Source: an optimization exercise on an open RTL-to-GDS flow (aim: small area). Production flows keep margins and buffers that such runs may drop. At most, simulation tests tie the RTL to the original design; equivalence was not proved. Power is estimated from default activity; no workload was simulated.

==> run a <==
==> flow/design.v (excerpt) <==
module c_subset_token_scanner (
  input  logic        clk,
  input  logic        rst,
  input  logic        src_valid,
  output logic        src_ready,
  input  logic [8:0]  src_item,
  output logic        tok_valid,
  input  logic        tok_ready,
  output logic [60:0] tok_item
);
==> module cst_queue, before the edit <==
module cst_queue (
  input  logic        clk,
  input  logic        rst,
  input  logic        fire,
  input  logic        push,
  input  logic [71:0] last_entry,
  output logic        full,
  input  logic        pop,
  output logic [71:0] head,
  output logic        empty
);
  logic [71:0] store [3];
  logic [3:0]  head_oh;        
  logic [2:0]  wr_oh, rd_cur, rd_next;
  logic [1:0]  count, count_next;
  logic        last_held;      
  logic        pop_last, pop_store, wr;
  assign full      = (count == 2'd3) && last_held;
  assign empty     = head_oh[3] && !last_held;
  assign head      = ({72{head_oh[0]}} & store[0])
                   | ({72{head_oh[1]}} & store[1])
                   | ({72{head_oh[2]}} & store[2])
                   | ({72{head_oh[3]}} & last_entry);
  assign pop_last  = pop && head_oh[3];
  assign pop_store = pop && !head_oh[3];
  assign wr        = fire && last_held && !pop_last;
  assign count_next = count + {1'b0, wr} - {1'b0, pop_store};
  assign rd_cur     = head_oh[3] ? wr_oh : head_oh[2:0];
  assign rd_next    = pop_store ? {rd_cur[1:0], rd_cur[2]} : rd_cur;
  always_ff @(posedge clk) begin
    for (int i = 0; i < 3; i++) begin
      if (wr && wr_oh[i]) store[i] <= last_entry;
    end
  end
  always_ff @(posedge clk) begin
    if (rst) begin
      head_oh   <= 4'b1000;
      wr_oh     <= 3'b001;
      count     <= 2'd0;
      last_held <= 1'b0;
    end else begin
      if (wr) wr_oh <= {wr_oh[1:0], wr_oh[2]};
      count   <= count_next;
      head_oh <= (count_next == 2'd0) ? 4'b1000 : {1'b0, rd_next};
      if (fire)          last_held <= push;
      else if (pop_last) last_held <= 1'b0;
    end
  end
endmodule
clock: 8.0 ns
lec_check: 0
cap_margin: 20
core_margin: 2
core_utilization: 40
slew_margin: 20
standard.sh (not shown) runs the stock make flow with config.mk's settings and CLKGATE_MAP_FILE= SYNTH_SCRIPT=/design/flow/synth_recipe.tcl, a recipe that flattens the netlist after the stock synthesis.
==> flow/flow/run.sh <==
#!/bin/bash
# Own layout flow: the standard flow with three changes.
#  1. After the standard synthesis, the combinational logic is mapped again
#     by ABC for area (remap.ys): each ABC script in scripts.abc is tried and
#     the netlist with the smallest cell area is kept. Every register keeps
#     the instance, name and cell the standard synthesis gave it.
#  2. Port buffers are the smallest buffer cell.
#  3. Clock tree synthesis uses larger sink clusters and no dummy loads.
# Each tool's full output goes to a log file in this folder.
set -euo pipefail
HERE=$(pwd)
R=$HERE/orfs/results/$FLOW_PLATFORM/c_subset_token_scanner/base
LIB=$FLOW_HOME/platforms/$FLOW_PLATFORM/lib/sky130_fd_sc_hd__tt_025C_1v80.lib
YOSYS=$FLOW_HOME/../tools/install/yosys/bin/yosys
[[ -x $YOSYS ]] || YOSYS=yosys

bash standard.sh synth > 1_standard_synth.log 2>&1
cp "$R/1_2_yosys.v" "$HERE/1_2_yosys_standard.v"

python3 flow/mklibs.py "$LIB" "$HERE/comb.lib" "$HERE/abc.lib" > 2_mklibs.log 2>&1

best=""; best_area=""
i=0
while IFS= read -r script; do
  [[ -z "$script" ]] && continue
  i=$((i + 1))
  printf '%s\n' "$script" > "remap_$i.abc"
  sed -e "s#@LIB@#$LIB#; s#@COMB@#$HERE/comb.lib#; s#@ABCLIB@#$HERE/abc.lib#" \
      -e "s#@IN@#$HERE/1_2_yosys_standard.v#; s#@TOP@#$FLOW_TOP#" \
      -e "s#@SCRIPT@#$HERE/remap_$i.abc#; s#@OUT@#$HERE/1_2_yosys_remap_$i.v#" \
      flow/remap.ys.in > "remap_$i.ys"
  if "$YOSYS" -l "3_remap_$i.log" "remap_$i.ys" > /dev/null 2>&1; then
    area=$(grep "Chip area" "3_remap_$i.log" | tail -1 | awk '{print $NF}')
    echo "script $i: area $area: $script" >> 3_remap_summary.log
    if [[ -n "$area" ]] && { [[ -z "$best_area" ]] || python3 -c "import sys; sys.exit(0 if float('$area') < float('$best_area') else 1)"; }; then
      best=$i; best_area=$area
    fi
  else
    echo "script $i: failed: $script" >> 3_remap_summary.log
  fi
done < flow/scripts.abc
echo "kept script $best (area $best_area)" >> 3_remap_summary.log
cp "$HERE/1_2_yosys_remap_$best.v" "$R/1_2_yosys.v"
rm -f "$R/1_synth.odb" "$R/1_synth.sdc"

export BUFFER_PORTS_ARGS="-buffer_cell sky130_fd_sc_hd__buf_1"
export CTS_ARGS="-sink_clustering_enable -repair_clock_nets -dont_use_dummy_load -sink_clustering_size 20 -sink_clustering_max_diameter 60 -buf_list {sky130_fd_sc_hd__clkbuf_4 sky130_fd_sc_hd__clkbuf_8}"
bash standard.sh > 4_standard_layout.log 2>&1
==> flow/flow/scripts.abc <==
strash; dc2; dc2; &get -n; &dch -f; &nf -R 1000; &put
strash; dc2; dc2; dc2; &get -n; &dch -f; &nf -R 1000; &put
strash; dc2; dc2; &get -n; &dch -f; &nf -R 1000; &put; strash; dc2; &get -n; &dch -f; &nf -R 1000; &put
strash; dc2; dc2; dch -f; amap
strash; dc2; &get -n; &st; &syn2; &dch -f; &nf -R 1000; &put
strash; ifraig; dc2; dc2; &get -n; &dch -f; &nf -R 1000; &put
Other scripts of this flow, unchanged in this note and not shown: flow/flow/mklibs.py, flow/flow/remap.ys.in
==> run b: changes against run a <==
--- a/flow/design.v
+++ b/flow/design.v
@@ -1,46 +1,44 @@
 package cst_pkg;
   localparam int LINE_W   = 16;
   localparam int START_W  = 24;
   localparam int LENGTH_W = 16;
-  localparam int ENTRY_W = 72;
+  localparam int ENTRY_W = 71;
   localparam logic [3:0] TK_NONE = 4'd2;
 endpackage
 module cst_front (
   input  logic        clk,
   input  logic        rst,
   input  logic        src_valid,
   input  logic [8:0]  src_item,
   input  logic        full,
   output logic        fire,
   output logic        push,
-  output logic [71:0] last_entry
+  output logic [70:0] last_entry
 );
   localparam logic [2:0] MODE_IDLE     = 3'd0;
   localparam logic [2:0] MODE_NUMBER   = 3'd1;
   localparam logic [2:0] MODE_NUMDOT   = 3'd2;
   localparam logic [2:0] MODE_FRACTION = 3'd3;
   localparam logic [2:0] MODE_SLASH    = 3'd4;
   localparam logic [2:0] MODE_COMMENT  = 3'd5;
   localparam logic [2:0] MODE_IDENT    = 3'd7;
   localparam logic [4:0] ST_FINISHED   = 5'd6;
   logic [4:0]  st;
   logic [2:0]  mode, mode_next;
   logic [3:0]  kw_progress, kw_next;
   logic        finished, finished_next;
   logic [15:0] line_q;
-  logic [23:0] origin_q;
-  logic [24:0] count_q;
+  logic [23:0] origin_q, count_q;
   logic        op_line, op_load;
   logic [1:0]  op_add;
   logic [2:0]  fk_q;
   logic [3:0]  tk_q;
   logic [15:0] line_cur;
-  logic [23:0] origin_cur;
-  logic [24:0] count_cur;
+  logic [23:0] origin_cur, count_cur;
   logic        eos, active;
   logic [7:0]  c;
   logic        is_letter, is_digit, is_ws, is_lf, is_slash, is_dot, is_punct;
   logic [3:0]  pkind, kw_start, kw_adv;
   logic        do_flush, do_start, cont;
   logic [1:0]  cnt_add;
   logic [24:0] count_sum;
@@ -166,20 +164,20 @@
     tk = cst_pkg::TK_NONE;
     if (fire && eos)
       tk = 4'd0;
     else if (do_start && !(is_ws || is_lf || is_slash || is_letter || is_digit))
       tk = pkind;
   end
   assign push = fire && (fk != 3'd0 || tk != cst_pkg::TK_NONE);
-  assign offset_sum = {1'b0, origin_q, 1'b1} + {1'b0, count_q[23:0], fk_q == 3'd4};
-  assign count_sum  = {1'b0, count_q[23:0]} + {23'd0, op_add};
+  assign offset_sum = {1'b0, origin_q, 1'b1} + {1'b0, count_q, fk_q == 3'd4};
+  assign count_sum  = {1'b0, count_q} + {23'd0, op_add};
   assign line_sum   = {1'b0, line_q} + 17'd1;
   assign line_cur   = op_line ? (line_sum[15:0] | {16{line_sum[16]}}) : line_q;
-  assign origin_cur = op_load ? (offset_sum[24:1] | {24{offset_sum[25] | count_q[24]}}) : origin_q;
-  assign count_cur  = op_load ? {23'd0, op_add} : {count_q[24] | count_sum[24], count_sum[23:0]};
+  assign origin_cur = op_load ? (offset_sum[24:1] | {24{offset_sum[25]}}) : origin_q;
+  assign count_cur  = op_load ? {22'd0, op_add} : (count_sum[23:0] | {24{count_sum[24]}});
   assign last_entry = {line_q, origin_q, count_q, fk_q, tk_q};
   always_ff @(posedge clk) begin
     if (rst) begin
       st       <= 5'd0;
       line_q   <= 16'd1;
       origin_q <= '0;
       count_q  <= '0;
@@ -207,71 +205,68 @@
   end
 endmodule
 module cst_queue (
   input  logic        clk,
   input  logic        rst,
   input  logic        fire,
   input  logic        push,
-  input  logic [71:0] last_entry,
+  input  logic [70:0] last_entry,
   output logic        full,
   input  logic        pop,
-  output logic [71:0] head,
+  output logic [70:0] head,
   output logic        empty
 );
-  logic [71:0] store [3];
-  logic [3:0]  head_oh;        
-  logic [2:0]  wr_oh, rd_cur, rd_next;
-  logic [1:0]  count, count_next;
+  logic [70:0] store [3];
+  logic [2:0]  rd_oh, wr_oh;
+  logic [1:0]  count;
+  logic        none_stored;    
   logic        last_held;      
   logic        pop_last, pop_store, wr;
-  assign full      = (count == 2'd3) && last_held;
-  assign empty     = head_oh[3] && !last_held;
-  assign head      = ({72{head_oh[0]}} & store[0])
-                   | ({72{head_oh[1]}} & store[1])
-                   | ({72{head_oh[2]}} & store[2])
-                   | ({72{head_oh[3]}} & last_entry);
-  assign pop_last  = pop && head_oh[3];
-  assign pop_store = pop && !head_oh[3];
-  assign wr        = fire && last_held && !pop_last;
-  assign count_next = count + {1'b0, wr} - {1'b0, pop_store};
-  assign rd_cur     = head_oh[3] ? wr_oh : head_oh[2:0];
-  assign rd_next    = pop_store ? {rd_cur[1:0], rd_cur[2]} : rd_cur;
+  assign none_stored = (count == 2'd0);
+  assign full        = (count == 2'd3) && last_held;
+  assign empty       = none_stored && !last_held;
+  assign head        = ({71{!none_stored && rd_oh[0]}} & store[0])
+                     | ({71{!none_stored && rd_oh[1]}} & store[1])
+                     | ({71{!none_stored && rd_oh[2]}} & store[2])
+                     | ({71{none_stored}} & last_entry);
+  assign pop_last    = pop && none_stored;
+  assign pop_store   = pop && !none_stored;
+  assign wr          = fire && last_held && !pop_last;
   always_ff @(posedge clk) begin
     for (int i = 0; i < 3; i++) begin
       if (wr && wr_oh[i]) store[i] <= last_entry;
     end
   end
   always_ff @(posedge clk) begin
     if (rst) begin
-      head_oh   <= 4'b1000;
+      rd_oh     <= 3'b001;
       wr_oh     <= 3'b001;
       count     <= 2'd0;
       last_held <= 1'b0;
     end else begin
-      if (wr) wr_oh <= {wr_oh[1:0], wr_oh[2]};
-      count   <= count_next;
-      head_oh <= (count_next == 2'd0) ? 4'b1000 : {1'b0, rd_next};
+      if (wr)        wr_oh <= {wr_oh[1:0], wr_oh[2]};
+      if (pop_store) rd_oh <= {rd_oh[1:0], rd_oh[2]};
+      count <= count + {1'b0, wr} - {1'b0, pop_store};
       if (fire)          last_held <= push;
       else if (pop_last) last_held <= 1'b0;
     end
   end
 endmodule
 module cst_back (
   input  logic        clk,
   input  logic        rst,
-  input  logic [71:0] head,
+  input  logic [70:0] head,
   input  logic        empty,
   output logic        pop,
   output logic        tok_valid,
   input  logic        tok_ready,
   output logic [60:0] tok_item
 );
   logic [15:0] line;
-  logic [23:0] o;
-  logic [24:0] n;
+  logic [23:0] o, n;
   logic [2:0]  fk;
   logic [3:0]  tk;
   logic [1:0]  idx, fc, last_idx;
   logic        tv, is_last, sel_f0, sel_f1, sel_t, numdot, n_big;
   logic [3:0]  kind, f0_kind;
   logic [23:0] start;
   logic [25:0] sum;
@@ -291,21 +286,21 @@
       3'd3:    f0_kind = 4'd3;
       3'd5:    f0_kind = 4'd13;
       3'd6:    f0_kind = 4'd14;
       3'd7:    f0_kind = 4'd15;
       default: f0_kind = 4'd2;
     endcase
   end
-  assign sum = {1'b0, o, 1'b1} + {1'b0, n[23:0] & {24{!sel_f0}}, numdot && sel_t};
+  assign sum = {1'b0, o, 1'b1} + {1'b0, n & {24{!sel_f0}}, numdot && sel_t};
   always_comb begin
     start = sum[24:1];
-    if (sum[25] || (n[24] && !sel_f0)) start = {23'h7FFFFF, sel_t};
+    if (sum[25]) start = {23'h7FFFFF, sel_t};
     else if (sel_f1 && sum[24:1] == 24'hFFFFFF) start = 24'hFFFFFE;
   end
-  assign n_big = |n[24:16];
+  assign n_big = |n[23:16];
   always_comb begin
     if (sel_f0) begin
       kind   = f0_kind;
       length = n[15:0] | {16{n_big}};
     end else if (sel_f1) begin
       kind   = 4'd1;
       length = 16'd1;
@@ -332,15 +327,15 @@
   output logic        src_ready,
   input  logic [8:0]  src_item,
   output logic        tok_valid,
   input  logic        tok_ready,
   output logic [60:0] tok_item
 );
   logic        fire, push, pop, full, empty;
-  logic [71:0] last_entry, head;
+  logic [70:0] last_entry, head;
   assign src_ready = !full;
   cst_front u_front (
     .clk       (clk),
     .rst       (rst),
     .src_valid (src_valid),
     .src_item  (src_item),
     .full      (full),
==> flow/flow/run.sh (replaced) <==
#!/bin/bash
# Own layout flow: the standard flow with three changes.
#  1. After the standard synthesis, the combinational logic is mapped again
#     by ABC for area (remap.ys, area.abc); every register keeps the
#     instance, name and cell the standard synthesis gave it.
#  2. Port buffers are the smallest buffer cell.
#  3. Clock tree synthesis uses larger sink clusters and no dummy loads.
# Each tool's full output goes to a log file in this folder.
set -euo pipefail
HERE=$(pwd)
R=$HERE/orfs/results/$FLOW_PLATFORM/c_subset_token_scanner/base
LIB=$FLOW_HOME/platforms/$FLOW_PLATFORM/lib/sky130_fd_sc_hd__tt_025C_1v80.lib
YOSYS=$FLOW_HOME/../tools/install/yosys/bin/yosys
[[ -x $YOSYS ]] || YOSYS=yosys

bash standard.sh synth > 1_standard_synth.log 2>&1
cp "$R/1_2_yosys.v" "$HERE/1_2_yosys_standard.v"

python3 flow/mklibs.py "$LIB" "$HERE/comb.lib" "$HERE/abc.lib" > 2_mklibs.log 2>&1
sed -e "s#@LIB@#$LIB#; s#@COMB@#$HERE/comb.lib#; s#@ABCLIB@#$HERE/abc.lib#" \
    -e "s#@IN@#$HERE/1_2_yosys_standard.v#; s#@TOP@#$FLOW_TOP#" \
    -e "s#@SCRIPT@#$HERE/flow/area.abc#; s#@OUT@#$HERE/1_2_yosys_remapped.v#" \
    flow/remap.ys.in > remap.ys
"$YOSYS" -l 3_remap.log remap.ys > /dev/null 2>&1
cp "$HERE/1_2_yosys_remapped.v" "$R/1_2_yosys.v"
rm -f "$R/1_synth.odb" "$R/1_synth.sdc"

export BUFFER_PORTS_ARGS="-buffer_cell sky130_fd_sc_hd__buf_1"
export CTS_ARGS="-sink_clustering_enable -repair_clock_nets -dont_use_dummy_load -sink_clustering_size 20 -sink_clustering_max_diameter 60 -buf_list {sky130_fd_sc_hd__clkbuf_4 sky130_fd_sc_hd__clkbuf_8}"
export RECOVER_POWER=100
bash standard.sh > 4_standard_layout.log 2>&1
==> flow/flow/area.abc (new file) <==
strash; dc2; dc2; &get -n; &dch -f; &nf -R 1000; &put
Settings changed: CAP_MARGIN 20 to 0, SLEW_MARGIN 20 to 0.
removed: flow/flow/scripts.abc
==> run c: changes against run a <==
--- a/flow/design.v
+++ b/flow/design.v
@@ -214,46 +214,44 @@
   input  logic [71:0] last_entry,
   output logic        full,
   input  logic        pop,
   output logic [71:0] head,
   output logic        empty
 );
   logic [71:0] store [3];
-  logic [3:0]  head_oh;        
-  logic [2:0]  wr_oh, rd_cur, rd_next;
-  logic [1:0]  count, count_next;
+  logic [2:0]  rd_oh, wr_oh;
+  logic [1:0]  count;
+  logic        none_stored;    
   logic        last_held;      
   logic        pop_last, pop_store, wr;
-  assign full      = (count == 2'd3) && last_held;
-  assign empty     = head_oh[3] && !last_held;
-  assign head      = ({72{head_oh[0]}} & store[0])
-                   | ({72{head_oh[1]}} & store[1])
-                   | ({72{head_oh[2]}} & store[2])
-                   | ({72{head_oh[3]}} & last_entry);
-  assign pop_last  = pop && head_oh[3];
-  assign pop_store = pop && !head_oh[3];
-  assign wr        = fire && last_held && !pop_last;
-  assign count_next = count + {1'b0, wr} - {1'b0, pop_store};
-  assign rd_cur     = head_oh[3] ? wr_oh : head_oh[2:0];
-  assign rd_next    = pop_store ? {rd_cur[1:0], rd_cur[2]} : rd_cur;
+  assign none_stored = (count == 2'd0);
+  assign full        = (count == 2'd3) && last_held;
+  assign empty       = none_stored && !last_held;
+  assign head        = ({72{!none_stored && rd_oh[0]}} & store[0])
+                     | ({72{!none_stored && rd_oh[1]}} & store[1])
+                     | ({72{!none_stored && rd_oh[2]}} & store[2])
+                     | ({72{none_stored}} & last_entry);
+  assign pop_last    = pop && none_stored;
+  assign pop_store   = pop && !none_stored;
+  assign wr          = fire && last_held && !pop_last;
   always_ff @(posedge clk) begin
     for (int i = 0; i < 3; i++) begin
       if (wr && wr_oh[i]) store[i] <= last_entry;
     end
   end
   always_ff @(posedge clk) begin
     if (rst) begin
-      head_oh   <= 4'b1000;
+      rd_oh     <= 3'b001;
       wr_oh     <= 3'b001;
       count     <= 2'd0;
       last_held <= 1'b0;
     end else begin
-      if (wr) wr_oh <= {wr_oh[1:0], wr_oh[2]};
-      count   <= count_next;
-      head_oh <= (count_next == 2'd0) ? 4'b1000 : {1'b0, rd_next};
+      if (wr)        wr_oh <= {wr_oh[1:0], wr_oh[2]};
+      if (pop_store) rd_oh <= {rd_oh[1:0], rd_oh[2]};
+      count <= count + {1'b0, wr} - {1'b0, pop_store};
       if (fire)          last_held <= push;
       else if (pop_last) last_held <= 1'b0;
     end
   end
 endmodule
 module cst_back (
   input  logic        clk,
==> notes.md <==
- Run a completed with no timing, DRC or antenna violations. Run b finished with capacitance limit, slew limit left. Run c completed with no timing, DRC or antenna violations.
- The lowest die area belongs to run c, the highest to run b.
- Of run a and run b, run a has the higher fmax (gap 0.40%, measured against run b).
- Sequential share of layout area, highest first: run c, run a, run b.
- Synthesized cell count: run a is lower than run b (2.9%).
- Non-clock buffer count: run c is higher than run a (5).
- Against run b, the utilization of run a is higher by 0.45 points.
- The highest setup slack belongs to run c, the lowest to run b.
- Critical path depth, lowest first: run b, run a, run c.
- The lowest flip-flop and latch count belongs to run b, the highest to run a.
- Combinational power: run a is larger than run b (about 28%).
==> figures <==
|  | run b | run c | run a |
|---|---|---|---|
| Result of the run | failed layout checks | timing/DRC/antenna clean | timing/DRC/antenna clean |
| Violated checks | capacitance limit, slew limit | - | - |
| Final cycle utilization of the critical path | 97.1% | 96.4% | 96.7% |
| Initial antenna violation count | 0 | 0 | 1 |
| Die height | 193 µm | 192 µm | 193 µm |
| Initial DRC Count | 950 | 946 | 958 |
| NonClk Buf Share | 3.36% | 4.03% | 3.71% |
| Proportion of power drawn by flip-flops and latches | 58.0% | 57.8% | 54.8% |
| Total net switching power | 0.875 mW | 0.881 mW | 0.977 mW |
| Met3 routing resource usage after global routing | 2.28% | 1.64% | 2.68% |
| Finished Layout Cells | 1,965 | 1,914 | 1,941 |
| FF-to-FF setup slack | 1.84 ns | 0.66 ns | 1.91 ns |
| Post-layout net count | 1,519 | 1,474 | 1,495 |
| CP most frequent cell | sky130_fd_sc_hd__nand2_1 | sky130_fd_sc_hd__nand2_2 | - |
| Top metal layer carrying routed signals | met4 | met4 | met5 |
| Startpoint of the worst-slack reg-to-reg timing path | u_queue.count[1] | u_front.fk_q[2] | u_front.fk_q[0] |
| Pins over their slew limit | 59 | 0 | 0 |
| Arrival time at the worst endpoint | 6.17 ns | 6.11 ns | 6.14 ns |
| Number of buffers other than clock buffers in the final layout | 106 | 121 | 116 |
| Time the final worst path needs with I/O delays and setup | 7.77 ns | 7.71 ns | 7.74 ns |
| WL/cell | 20.5 µm | 18.8 µm | 19.6 µm |
| Wl on met1 | 17,900 µm | 16,000 µm | 17,000 µm |
Only the layout flow was run in run a; the RTL was not checked for function there.

[port drivers added, routing unchanged]
In the flow no input, the clock included, has a driving cell. The finished layouts below were timed again as built, in two steps. Step 1, drivers: a clkbuf_16 drives clk and a buf_2 each remaining input, both assumed. Step 2 times the ports against the registers' clock, not the clock port: input delays grow and output delays shrink by t, the midpoint of the rising clock arrivals with the driver on. Slacks: ideal ports / drivers / drivers and shift; pairs: ideal ports / drivers.
run	t (ns)	setup WS [ns]	worst hold slack (ns)	slew at the worst register clock pin (ns)	worst slew at a driven data input, ns
run a	0.611	0.261 / 0.215 / 0.826	0.476 / 0.476 / 0.476	0.11 / 0.11	0.06
run b	0.599	0.231 / 0.186 / 0.785	0.478 / 0.478 / 0.478	0.12 / 0.12	0.05
run c	0.601	0.287 / 0.238 / 0.656	0.482 / 0.482 / 0.482	0.12 / 0.12	0.05
